This design comes from an exercise in tuning for small area, a short achievable clock period and few clock cycles on the open sky130 flow, not from production work.
The RTL was checked by simulation tests, not by an equivalence proof against the original design.
Power and IR drop assume default switching activity.

==> raven <==
==> flow/design.v (excerpt) <==
module matvec_accel_top (
  input  logic            clk_main_a0,
  input  logic            rst_main_n_sync,
  input  logic            awvalid,
  input  axil_pkg::addr_t awaddr,
  output logic            awready,
  input  logic            wvalid,
  input  axil_pkg::word_t wdata,
  input  logic [3:0]      wstrb,
  output logic            wready,
  output logic            bvalid,
  output axil_pkg::resp_t bresp,
  input  logic            bready,
  input  logic            arvalid,
  input  axil_pkg::addr_t araddr,
  output logic            arready,
  output logic            rvalid,
  output axil_pkg::word_t rdata,
  output axil_pkg::resp_t rresp,
  input  logic            rready,
  output logic            busy
);
clock: 13.0 ns
lec_check: 0
abc_clock_period_in_ps: 3800
cap_margin: 20
core_margin: 2
core_utilization: 40
cts_cluster_diameter: 100
cts_cluster_size: 25
slew_margin: 20
standard.sh (not shown) runs the stock make flow with config.mk's settings and CLKGATE_MAP_FILE= SYNTH_SCRIPT=/design/flow/synth_recipe.tcl, a recipe that flattens the netlist after the stock synthesis.
==> flow/flow/run.sh <==
#!/bin/bash
set -euo pipefail
bash standard.sh synth > synth.log 2>&1
bash standard.sh SETUP_SLACK_MARGIN=9.2 finish > layout.log 2>&1
==> inputs of yarrow, as changes to raven <==
--- a/flow/design.v
+++ b/flow/design.v
@@ -58,12 +58,13 @@
   input  logic            rd_hold
 );
   logic aw_hs, w_hs, b_hs, ar_hs;
   logic aw_have, w_have;
   logic aw_hit, ar_hit;
   logic wr_hit_q;
+  logic rd_cap;
   axil_pkg::word_t rd_value, rdata_held;
   logic wr_fire;
   axil_pkg::word_t wd_q;
   assign bresp = axil_pkg::RESP_OKAY;
   assign rresp = axil_pkg::RESP_OKAY;
   assign aw_hs   = awvalid && awready;
@@ -102,21 +103,25 @@
   assign ar_hit  = (araddr == axil_pkg::DATA_REG_ADDR);
   assign data_rd = ar_hs && ar_hit;
   always_ff @(posedge clk_main_a0) begin
     if (!rst_main_n_sync) begin
       arready <= 1'b1;
       rvalid  <= 1'b0;
+      rd_cap  <= 1'b1;
     end else begin
       arready <= !(ar_hs || (rvalid && !rready) || rd_hold);
       rvalid  <= ar_hs || (rvalid && !rready);
+      rd_cap  <= !(ar_hs || (rvalid && !rready));
     end
   end
   assign rd_value = ar_hit ? rd_word : axil_pkg::UNIMPL_VALUE;
   always_ff @(posedge clk_main_a0) begin
-    rdata_held <= ar_hs ? rd_value : rdata;
-    rdata      <= ar_hs ? rd_value : rdata_held;
+    if (ar_hs) begin
+      rdata_held <= rd_value;
+    end
+    rdata <= rd_cap ? rd_value : rdata_held;
   end
 endmodule
 `default_nettype wire
 `default_nettype none
 module operand_loader (
   input  logic              clk_main_a0,
@@ -1174,12 +1179,13 @@
   logic  v2, v3;
   logic  [2:0] g2;
   logic  last_pass;
   matvec_pkg::iter_t iter_left;
   matvec_pkg::vec_t x;
   matvec_pkg::vec_t ny, ny_d;
+  matvec_pkg::vec_t rd_src;
   logic [L*EW-1:0] y_all;
   axil_slave_port u_axil_slave_port (
     .clk_main_a0     (clk_main_a0),
     .rst_main_n_sync (rst_main_n_sync),
     .awvalid         (awvalid),
     .awaddr          (awaddr),
@@ -1223,13 +1229,13 @@
     .tail            (tail)
   );
   result_reader u_result_reader (
     .clk_main_a0     (clk_main_a0),
     .rst_main_n_sync (rst_main_n_sync),
     .data_rd         (data_rd),
-    .result          (ny),
+    .result          (rd_src),
     .rd_word         (rd_word)
   );
   assign start     = wr_done && wr_hit_now && wr_nz_now && last_word;
   assign tap       = taps_on && (ph != 4'(D));
   assign last_pass = (iter_left == matvec_pkg::iter_t'(1));
   logic taps_on_c, go;
@@ -1254,16 +1260,16 @@
       spec_a  <= spec_go;
       spec_b  <= spec_a;
       sw_lo   <= v2 && g2 == 3'(D-2);
       sw_hi   <= v2 && g2 == 3'(D-1);
       taps_on <= taps_on_c || (start && go && !spec_b) || spec_go;
       armed   <= (armed && !go) || (start && !go && !spec_b);
-      busy    <= start || armed || ((taps_on_c || tap) && !spec_a && !spec_b);
+      busy    <= start || armed || (taps_on_c && !spec_a && !spec_b);
     end
   end
-  assign rd_hold = v2 && !tap;
+  assign rd_hold = tap && ph == 4'(D-1) && last_pass;
   always_ff @(posedge clk_main_a0) begin
     if (go) begin
       ph <= '0;
     end else begin
       ph <= (ph == 4'(D)) ? 4'd0 : ph + 4'd1;
     end
@@ -1284,12 +1290,13 @@
       .a2          (tail[q*RW + K1*EW +: KL*EW]),
       .x2          (x[K1*EW +: KL*EW]),
       .y           (y_all[q*EW +: EW])
     );
   end
   assign ny_d = {y_all, ny[matvec_pkg::DIM*EW-1 : L*EW]};
+  assign rd_src = v3 ? ny_d : ny;
   logic ny_rst_n;
   always_ff @(posedge clk_main_a0) begin
     ny_rst_n <= rst_main_n_sync;
   end
   always_ff @(posedge clk_main_a0) begin
     if (!ny_rst_n) begin
==> flow/flow/run.sh (replaced) <==
#!/bin/bash
set -euo pipefail
bash standard.sh synth > synth.log 2>&1
bash standard.sh SETUP_SLACK_MARGIN=9.2 "BUFFER_PORTS_ARGS=-buffer_cell sky130_fd_sc_hd__buf_2" finish > layout.log 2>&1
Settings changed: CORE_UTILIZATION 40 to 50, CTS_CLUSTER_SIZE 25 to 30.
==> inputs of quartz, as changes to raven <==
--- a/flow/design.v
+++ b/flow/design.v
@@ -58,12 +58,13 @@
   input  logic            rd_hold
 );
   logic aw_hs, w_hs, b_hs, ar_hs;
   logic aw_have, w_have;
   logic aw_hit, ar_hit;
   logic wr_hit_q;
+  logic rd_cap;
   axil_pkg::word_t rd_value, rdata_held;
   logic wr_fire;
   axil_pkg::word_t wd_q;
   assign bresp = axil_pkg::RESP_OKAY;
   assign rresp = axil_pkg::RESP_OKAY;
   assign aw_hs   = awvalid && awready;
@@ -102,21 +103,25 @@
   assign ar_hit  = (araddr == axil_pkg::DATA_REG_ADDR);
   assign data_rd = ar_hs && ar_hit;
   always_ff @(posedge clk_main_a0) begin
     if (!rst_main_n_sync) begin
       arready <= 1'b1;
       rvalid  <= 1'b0;
+      rd_cap  <= 1'b1;
     end else begin
       arready <= !(ar_hs || (rvalid && !rready) || rd_hold);
       rvalid  <= ar_hs || (rvalid && !rready);
+      rd_cap  <= !(ar_hs || (rvalid && !rready));
     end
   end
   assign rd_value = ar_hit ? rd_word : axil_pkg::UNIMPL_VALUE;
   always_ff @(posedge clk_main_a0) begin
-    rdata_held <= ar_hs ? rd_value : rdata;
-    rdata      <= ar_hs ? rd_value : rdata_held;
+    if (ar_hs) begin
+      rdata_held <= rd_value;
+    end
+    rdata <= rd_cap ? rd_value : rdata_held;
   end
 endmodule
 `default_nettype wire
 `default_nettype none
 module operand_loader (
   input  logic              clk_main_a0,
@@ -1174,12 +1179,13 @@
   logic  v2, v3;
   logic  [2:0] g2;
   logic  last_pass;
   matvec_pkg::iter_t iter_left;
   matvec_pkg::vec_t x;
   matvec_pkg::vec_t ny, ny_d;
+  matvec_pkg::vec_t rd_src;
   logic [L*EW-1:0] y_all;
   axil_slave_port u_axil_slave_port (
     .clk_main_a0     (clk_main_a0),
     .rst_main_n_sync (rst_main_n_sync),
     .awvalid         (awvalid),
     .awaddr          (awaddr),
@@ -1223,13 +1229,13 @@
     .tail            (tail)
   );
   result_reader u_result_reader (
     .clk_main_a0     (clk_main_a0),
     .rst_main_n_sync (rst_main_n_sync),
     .data_rd         (data_rd),
-    .result          (ny),
+    .result          (rd_src),
     .rd_word         (rd_word)
   );
   assign start     = wr_done && wr_hit_now && wr_nz_now && last_word;
   assign tap       = taps_on && (ph != 4'(D));
   assign last_pass = (iter_left == matvec_pkg::iter_t'(1));
   logic taps_on_c, go;
@@ -1254,16 +1260,16 @@
       spec_a  <= spec_go;
       spec_b  <= spec_a;
       sw_lo   <= v2 && g2 == 3'(D-2);
       sw_hi   <= v2 && g2 == 3'(D-1);
       taps_on <= taps_on_c || (start && go && !spec_b) || spec_go;
       armed   <= (armed && !go) || (start && !go && !spec_b);
-      busy    <= start || armed || ((taps_on_c || tap) && !spec_a && !spec_b);
+      busy    <= start || armed || (taps_on_c && !spec_a && !spec_b);
     end
   end
-  assign rd_hold = v2 && !tap;
+  assign rd_hold = tap && ph == 4'(D-1) && last_pass;
   always_ff @(posedge clk_main_a0) begin
     if (go) begin
       ph <= '0;
     end else begin
       ph <= (ph == 4'(D)) ? 4'd0 : ph + 4'd1;
     end
@@ -1284,12 +1290,13 @@
       .a2          (tail[q*RW + K1*EW +: KL*EW]),
       .x2          (x[K1*EW +: KL*EW]),
       .y           (y_all[q*EW +: EW])
     );
   end
   assign ny_d = {y_all, ny[matvec_pkg::DIM*EW-1 : L*EW]};
+  assign rd_src = v3 ? ny_d : ny;
   logic ny_rst_n;
   always_ff @(posedge clk_main_a0) begin
     ny_rst_n <= rst_main_n_sync;
   end
   always_ff @(posedge clk_main_a0) begin
     if (!ny_rst_n) begin
==> flow/flow/run.sh (replaced) <==
#!/bin/bash
set -euo pipefail
bash standard.sh synth > synth.log 2>&1
bash standard.sh SETUP_SLACK_MARGIN=9.2 "BUFFER_PORTS_ARGS=-buffer_cell sky130_fd_sc_hd__buf_2" finish > layout.log 2>&1
Settings changed: CORE_UTILIZATION 40 to 50.
==> comparison <==
raven passed the timing, DRC and antenna checks. yarrow completed without violations. quartz went through all stages and came out clean. Between quartz and raven, the lower clock skew is in quartz (gap 0.0031 ns). The highest cell count belongs to raven, the lowest to yarrow. Setup slack, highest first: raven, yarrow, quartz. Against raven, the maximum frequency of yarrow is smaller by about 0.4%. Against raven, the combinational power of yarrow is lower by about 2%. In register-to-register slack, quartz and yarrow hardly differ. Utilization, lowest first: raven, yarrow, quartz. Sequential share of layout area: yarrow > quartz > raven.
Testbench counts of raven, summed over its fixed seeds: cycles 34,911.
Testbench counts of yarrow, summed over its fixed seeds: cycles 34,751.
Testbench counts of quartz, summed over its fixed seeds: cycles 34,751.

* * *

==> inputs of exp/xenon <==
matvec_accel_top again, from the RTL that the note above started with.
==> module axil_slave_port, before the edit <==
module axil_slave_port (
  input  logic            clk_main_a0,
  input  logic            rst_main_n_sync,
  input  logic            awvalid,
  input  axil_pkg::addr_t awaddr,
  output logic            awready,
  input  logic            wvalid,
  input  axil_pkg::word_t wdata,
  input  logic [3:0]      wstrb,
  output logic            wready,
  output logic            bvalid,
  output axil_pkg::resp_t bresp,
  input  logic            bready,
  input  logic            arvalid,
  input  axil_pkg::addr_t araddr,
  output logic            arready,
  output logic            rvalid,
  output axil_pkg::word_t rdata,
  output axil_pkg::resp_t rresp,
  input  logic            rready,
  output logic            wr_done,
  output logic            wr_hit_now,
  output logic            wr_nz_now,
  output logic            data_wr,
  output axil_pkg::word_t data_wdata,
  output logic            data_rd,
  input  axil_pkg::word_t rd_word,
  input  logic            rd_hold
);
  logic aw_hs, w_hs, b_hs, ar_hs;
  logic aw_have, w_have;
  logic aw_hit, ar_hit;
  logic wr_hit_q;
  axil_pkg::word_t rd_value, rdata_held;
  logic wr_fire;
  axil_pkg::word_t wd_q;
  assign bresp = axil_pkg::RESP_OKAY;
  assign rresp = axil_pkg::RESP_OKAY;
  assign aw_hs   = awvalid && awready;
  assign w_hs    = wvalid && wready;
  assign b_hs    = bvalid && bready;
  assign aw_have = !awready || aw_hs;
  assign w_have  = !wready || w_hs;
  assign wr_done = aw_have && w_have && !bvalid;
  assign aw_hit     = (awaddr == axil_pkg::DATA_REG_ADDR);
  assign wr_hit_now = aw_hs ? aw_hit : wr_hit_q;
  assign wr_nz_now  = w_hs ? (wdata != '0) : (wd_q != '0);
  always_ff @(posedge clk_main_a0) begin
    if (!rst_main_n_sync) begin
      awready <= 1'b1;
      wready  <= 1'b1;
      bvalid  <= 1'b0;
      wr_fire <= 1'b0;
    end else begin
      awready <= b_hs || (awready && !aw_hs);
      wready  <= b_hs || (wready && !w_hs);
      bvalid  <= wr_done || (bvalid && !bready);
      wr_fire <= wr_done;
    end
  end
  always_ff @(posedge clk_main_a0) begin
    if (aw_hs) begin
      wr_hit_q <= aw_hit;
    end
    if (w_hs) begin
      wd_q <= wdata;
    end
  end
  assign data_wr    = wr_fire && wr_hit_q;
  assign data_wdata = wd_q;
  assign ar_hs   = arvalid && arready;
  assign ar_hit  = (araddr == axil_pkg::DATA_REG_ADDR);
  assign data_rd = ar_hs && ar_hit;
  always_ff @(posedge clk_main_a0) begin
    if (!rst_main_n_sync) begin
      arready <= 1'b1;
      rvalid  <= 1'b0;
    end else begin
      arready <= !(ar_hs || (rvalid && !rready) || rd_hold);
      rvalid  <= ar_hs || (rvalid && !rready);
    end
  end
  assign rd_value = ar_hit ? rd_word : axil_pkg::UNIMPL_VALUE;
  always_ff @(posedge clk_main_a0) begin
    rdata_held <= ar_hs ? rd_value : rdata;
    rdata      <= ar_hs ? rd_value : rdata_held;
  end
endmodule
==> module matvec_accel_top, before the edit <==
module matvec_accel_top (
  input  logic            clk_main_a0,
  input  logic            rst_main_n_sync,
  input  logic            awvalid,
  input  axil_pkg::addr_t awaddr,
  output logic            awready,
  input  logic            wvalid,
  input  axil_pkg::word_t wdata,
  input  logic [3:0]      wstrb,
  output logic            wready,
  output logic            bvalid,
  output axil_pkg::resp_t bresp,
  input  logic            bready,
  input  logic            arvalid,
  input  axil_pkg::addr_t araddr,
  output logic            arready,
  output logic            rvalid,
  output axil_pkg::word_t rdata,
  output axil_pkg::resp_t rresp,
  input  logic            rready,
  output logic            busy
);
  localparam int EW = matvec_pkg::ELEM_W;
  localparam int L  = matvec_pkg::LANES;
  localparam int D  = matvec_pkg::DEPTH;
  localparam int K1 = matvec_pkg::DIM - 2 * L;
  localparam int KL = matvec_pkg::DIM - K1;
  logic  wr_done, wr_hit_now, wr_nz_now;
  logic  data_wr;
  axil_pkg::word_t data_wdata;
  logic  data_rd;
  axil_pkg::word_t rd_word;
  logic  last_word, last_vec_word, cnt_wr;
  logic  [3:0] vec_we;
  localparam int RW = matvec_pkg::DIM * EW;
  logic [L*RW-1:0] head, tail;
  logic  start, tap;
  logic  armed, rd_hold;
  logic  spec_go, spec_a, spec_b, abort;
  logic  [3:0] ring_ph, base_m1;
  logic  sw_lo, sw_hi;
  logic  taps_on;
  logic  [3:0] ph;
  logic  v2, v3;
  logic  [2:0] g2;
  logic  last_pass;
  matvec_pkg::iter_t iter_left;
  matvec_pkg::vec_t x;
  matvec_pkg::vec_t ny, ny_d;
  logic [L*EW-1:0] y_all;
  axil_slave_port u_axil_slave_port (
    .clk_main_a0     (clk_main_a0),
    .rst_main_n_sync (rst_main_n_sync),
    .awvalid         (awvalid),
    .awaddr          (awaddr),
    .awready         (awready),
    .wvalid          (wvalid),
    .wdata           (wdata),
    .wstrb           (wstrb),
    .wready          (wready),
    .bvalid          (bvalid),
    .bresp           (bresp),
    .bready          (bready),
    .arvalid         (arvalid),
    .araddr          (araddr),
    .arready         (arready),
    .rvalid          (rvalid),
    .rdata           (rdata),
    .rresp           (rresp),
    .rready          (rready),
    .wr_done         (wr_done),
    .wr_hit_now      (wr_hit_now),
    .wr_nz_now       (wr_nz_now),
    .data_wr         (data_wr),
    .data_wdata      (data_wdata),
    .data_rd         (data_rd),
    .rd_word         (rd_word),
    .rd_hold         (rd_hold)
  );
  operand_loader u_operand_loader (
    .clk_main_a0     (clk_main_a0),
    .rst_main_n_sync (rst_main_n_sync),
    .data_wr         (data_wr),
    .data_wdata      (data_wdata),
    .ph              (ring_ph),
    .base_m1         (base_m1),
    .last_word       (last_word),
    .last_vec_word   (last_vec_word),
    .vec_we          (vec_we),
    .vec             (x),
    .cnt_wr          (cnt_wr),
    .head            (head),
    .tail            (tail)
  );
  result_reader u_result_reader (
    .clk_main_a0     (clk_main_a0),
    .rst_main_n_sync (rst_main_n_sync),
    .data_rd         (data_rd),
    .result          (ny),
    .rd_word         (rd_word)
  );
  assign start     = wr_done && wr_hit_now && wr_nz_now && last_word;
  assign tap       = taps_on && (ph != 4'(D));
  assign last_pass = (iter_left == matvec_pkg::iter_t'(1));
  logic taps_on_c, go;
  assign go        = (ring_ph == base_m1);
  assign spec_go   = wr_done && wr_hit_now && last_vec_word && go && !taps_on && !armed;
  assign abort     = spec_b && !start;
  assign taps_on_c = (taps_on && !(tap && ph == 4'(D-1) && last_pass) && !abort) || (armed && go);
  always_ff @(posedge clk_main_a0) begin
    if (!rst_main_n_sync) begin
      busy    <= 1'b0;
      taps_on <= 1'b0;
      armed   <= 1'b0;
      v2      <= 1'b0;
      v3      <= 1'b0;
      spec_a  <= 1'b0;
      spec_b  <= 1'b0;
      sw_lo   <= 1'b0;
      sw_hi   <= 1'b0;
    end else begin
      v2      <= tap && !abort;
      v3      <= v2 && !abort;
      spec_a  <= spec_go;
      spec_b  <= spec_a;
      sw_lo   <= v2 && g2 == 3'(D-2);
      sw_hi   <= v2 && g2 == 3'(D-1);
      taps_on <= taps_on_c || (start && go && !spec_b) || spec_go;
      armed   <= (armed && !go) || (start && !go && !spec_b);
      busy    <= start || armed || ((taps_on_c || tap) && !spec_a && !spec_b);
    end
  end
  assign rd_hold = v2 && !tap;
  always_ff @(posedge clk_main_a0) begin
    if (go) begin
      ph <= '0;
    end else begin
      ph <= (ph == 4'(D)) ? 4'd0 : ph + 4'd1;
    end
  end
  always_ff @(posedge clk_main_a0) begin
    g2 <= ph[2:0];
    if (cnt_wr) begin
      iter_left <= data_wdata;
    end else if (tap && ph == 4'(D-1)) begin
      iter_left <= iter_left - 1'b1;
    end
  end
  for (genvar q = 0; q < L; q++) begin : g_lane
    mv_dot u_dot (
      .clk_main_a0 (clk_main_a0),
      .a1          (head[q*RW +: K1*EW]),
      .x1          (x[0 +: K1*EW]),
      .a2          (tail[q*RW + K1*EW +: KL*EW]),
      .x2          (x[K1*EW +: KL*EW]),
      .y           (y_all[q*EW +: EW])
    );
  end
  assign ny_d = {y_all, ny[matvec_pkg::DIM*EW-1 : L*EW]};
  logic ny_rst_n;
  always_ff @(posedge clk_main_a0) begin
    ny_rst_n <= rst_main_n_sync;
  end
  always_ff @(posedge clk_main_a0) begin
    if (!ny_rst_n) begin
      ny <= '0;
    end else if (v3) begin
      ny <= ny_d;
    end
  end
  for (genvar w = 0; w < 4; w++) begin : g_vec_word
    logic sw;
    logic [31:0] nxt;
    if (32*w < K1*EW) begin : g_lo
      assign sw  = sw_lo;
      assign nxt = ny_d[L*EW + 32*w +: 32];
    end else begin : g_hi
      assign sw  = sw_hi;
      assign nxt = ny_d[32*w +: 32];
    end
    always_ff @(posedge clk_main_a0) begin
      if (vec_we[w]) begin
        x[32*w +: 32] <= data_wdata;
      end else if (sw) begin
        x[32*w +: 32] <= nxt;
      end
    end
  end
endmodule
==> flow/config.mk <==
export PLATFORM = sky130hd
export DESIGN_NAME = matvec_accel_top
export DESIGN_NICKNAME = matvec_accel_top
export VERILOG_FILES = /design/flow/design.v
export SDC_FILE = /design/flow/constraint.sdc
export NUM_CORES = 4
export LEC_CHECK = 0
export ABC_CLOCK_PERIOD_IN_PS = 3800
export CAP_MARGIN = 20
export CORE_MARGIN = 2
export CORE_UTILIZATION = 50
export CTS_CLUSTER_DIAMETER = 100
export CTS_CLUSTER_SIZE = 25
export SLEW_MARGIN = 20
==> flow/constraint.sdc <==
create_clock -name core_clock -period 13.0 [get_ports {clk_main_a0}]
set_input_delay 2.6000 -clock core_clock [delete_from_list [all_inputs] [get_ports {clk_main_a0}]]
set_output_delay 2.6000 -clock core_clock [all_outputs]
set_load 0.01 [all_outputs]
==> flow/flow/run.sh <==
#!/bin/bash
set -euo pipefail
bash standard.sh synth > synth.log 2>&1
bash standard.sh SETUP_SLACK_MARGIN=9.2 finish > layout.log 2>&1
==> inputs of exp/pepper, as changes to exp/xenon <==
--- a/flow/design.v
+++ b/flow/design.v
@@ -90,8 +90,8 @@
   end
   always_ff @(posedge clk_main_a0) begin
-    if (aw_hs) begin
+    if (awready) begin
       wr_hit_q <= aw_hit;
     end
-    if (w_hs) begin
+    if (wready) begin
       wd_q <= wdata;
     end
@@ -113,6 +113,6 @@
   assign rd_value = ar_hit ? rd_word : axil_pkg::UNIMPL_VALUE;
   always_ff @(posedge clk_main_a0) begin
-    rdata_held <= ar_hs ? rd_value : rdata;
-    rdata      <= ar_hs ? rd_value : rdata_held;
+    rdata_held <= arready ? rd_value : rdata;
+    rdata      <= arready ? rd_value : rdata_held;
   end
 endmodule
==> inputs of exp/ember, as changes to exp/xenon <==
- CORE_UTILIZATION: 50 -> 60
==> inputs of exp/nickel, as changes to exp/xenon <==
--- a/flow/design.v
+++ b/flow/design.v
@@ -62,4 +62,5 @@
   logic aw_hit, ar_hit;
   logic wr_hit_q;
+  logic rd_cap;
   axil_pkg::word_t rd_value, rdata_held;
   logic wr_fire;
@@ -106,13 +107,17 @@
       arready <= 1'b1;
       rvalid  <= 1'b0;
+      rd_cap  <= 1'b1;
     end else begin
       arready <= !(ar_hs || (rvalid && !rready) || rd_hold);
       rvalid  <= ar_hs || (rvalid && !rready);
+      rd_cap  <= !(ar_hs || (rvalid && !rready));
     end
   end
   assign rd_value = ar_hit ? rd_word : axil_pkg::UNIMPL_VALUE;
   always_ff @(posedge clk_main_a0) begin
-    rdata_held <= ar_hs ? rd_value : rdata;
-    rdata      <= ar_hs ? rd_value : rdata_held;
+    if (ar_hs) begin
+      rdata_held <= rd_value;
+    end
+    rdata <= rd_cap ? rd_value : rdata_held;
   end
 endmodule
@@ -1178,4 +1183,5 @@
   matvec_pkg::vec_t x;
   matvec_pkg::vec_t ny, ny_d;
+  matvec_pkg::vec_t rd_src;
   logic [L*EW-1:0] y_all;
   axil_slave_port u_axil_slave_port (
@@ -1227,5 +1233,5 @@
     .rst_main_n_sync (rst_main_n_sync),
     .data_rd         (data_rd),
-    .result          (ny),
+    .result          (rd_src),
     .rd_word         (rd_word)
   );
@@ -1258,8 +1264,8 @@
       taps_on <= taps_on_c || (start && go && !spec_b) || spec_go;
       armed   <= (armed && !go) || (start && !go && !spec_b);
-      busy    <= start || armed || ((taps_on_c || tap) && !spec_a && !spec_b);
+      busy    <= start || armed || (taps_on_c && !spec_a && !spec_b);
     end
   end
-  assign rd_hold = v2 && !tap;
+  assign rd_hold = tap && ph == 4'(D-1) && last_pass;
   always_ff @(posedge clk_main_a0) begin
     if (go) begin
@@ -1288,4 +1294,5 @@
   end
   assign ny_d = {y_all, ny[matvec_pkg::DIM*EW-1 : L*EW]};
+  assign rd_src = v3 ? ny_d : ny;
   logic ny_rst_n;
   always_ff @(posedge clk_main_a0) begin
==> flow/flow/run.sh (replaced) <==
#!/bin/bash
set -euo pipefail
bash standard.sh synth > synth.log 2>&1
bash standard.sh SETUP_SLACK_MARGIN=9.2 "BUFFER_PORTS_ARGS=-buffer_cell sky130_fd_sc_hd__buf_2" finish > layout.log 2>&1
- CTS_CLUSTER_SIZE: 25 -> 28
==> results.cfg <==
[worst_setup_path]
crit_end = rdata[28]
r2r_setup_slack_ns = 9.10

[power_and_ir_drop]
p_total_mw = 14.5
netSwitchingFraction_pct = 20.7

[status]
outcome = finished clean

[routing]
first_pass_iters = 5
The numbers above come from exp/nickel.

==> results.cfg <==
[status]
outcome = finished clean

[worst_setup_path]
r2r_setup_slack_ns = 9.23

[power_and_ir_drop]
p_total_mw = 14.7

[routing]
first_pass_iters = 5
The numbers above come from exp/pepper.

==> results.cfg <==
[status]
outcome = finished clean

[worst_setup_path]
r2r_setup_slack_ns = 9.21
crit_end = bvalid

[power_and_ir_drop]
p_total_mw = 14.7
netSwitchingFraction_pct = 20.5
The numbers above come from exp/xenon.

==> results.cfg <==
[routing]
first_pass_iters = 6

[status]
outcome = finished clean

[worst_setup_path]
crit_end = rdata[25]

[power_and_ir_drop]
netSwitchingFraction_pct = 20.1
The numbers above come from exp/ember.

Testbench counts of exp/xenon, summed over its fixed seeds: cycles 34,911.
Testbench counts of exp/pepper, summed over its fixed seeds: cycles 34,911.
Testbench counts of exp/ember, summed over its fixed seeds: cycles 34,911.
Testbench counts of exp/nickel, summed over its fixed seeds: cycles 34,751.

## static timing again, ports no longer ideal
No port has a modelled driver above. Below, the same layouts with a new extraction and two added sets of constraints. Step 1, drivers: a clkbuf_16 drives clk_main_a0 and a buf_2 each remaining input, both assumed. Step 2 also shifts input and output timing later by t, the mid clock arrival at the registers, as if the neighbouring blocks saw the same clock. a / b / c = ideal / step 1 / step 2; a / b = the first two.
| run | t, ns | slack for setup (ns) | worst data-port slew with drivers (ns) | pins driven straight from the clock port |
|---|---|---|---|---|
| raven | 0.928 | 9.045 / 8.954 / 8.323 | 0.05 | 1 |
| yarrow | 0.901 | 9.028 / 8.943 / 8.495 | 0.06 | 1 |
| quartz | 0.903 | 9.023 / 8.936 / 8.496 | 0.06 | 1 |
| exp/xenon | 0.925 | 9.076 / 8.980 / 8.349 | 0.04 | 1 |
| exp/pepper | 0.936 | 8.936 / 8.842 / 8.419 | 0.04 | 1 |
| exp/ember | 0.912 | 9.094 / 8.998 / 8.370 | 0.05 | 1 |
| exp/nickel | 0.912 | 9.010 / 8.923 / 8.350 | 0.06 | 1 |
After both steps setup and hold are still met in every run listed. For exp/xenon, which loses most, drivers alone change the setup slack by -0.096 ns; drivers and shift together by -0.727 ns.
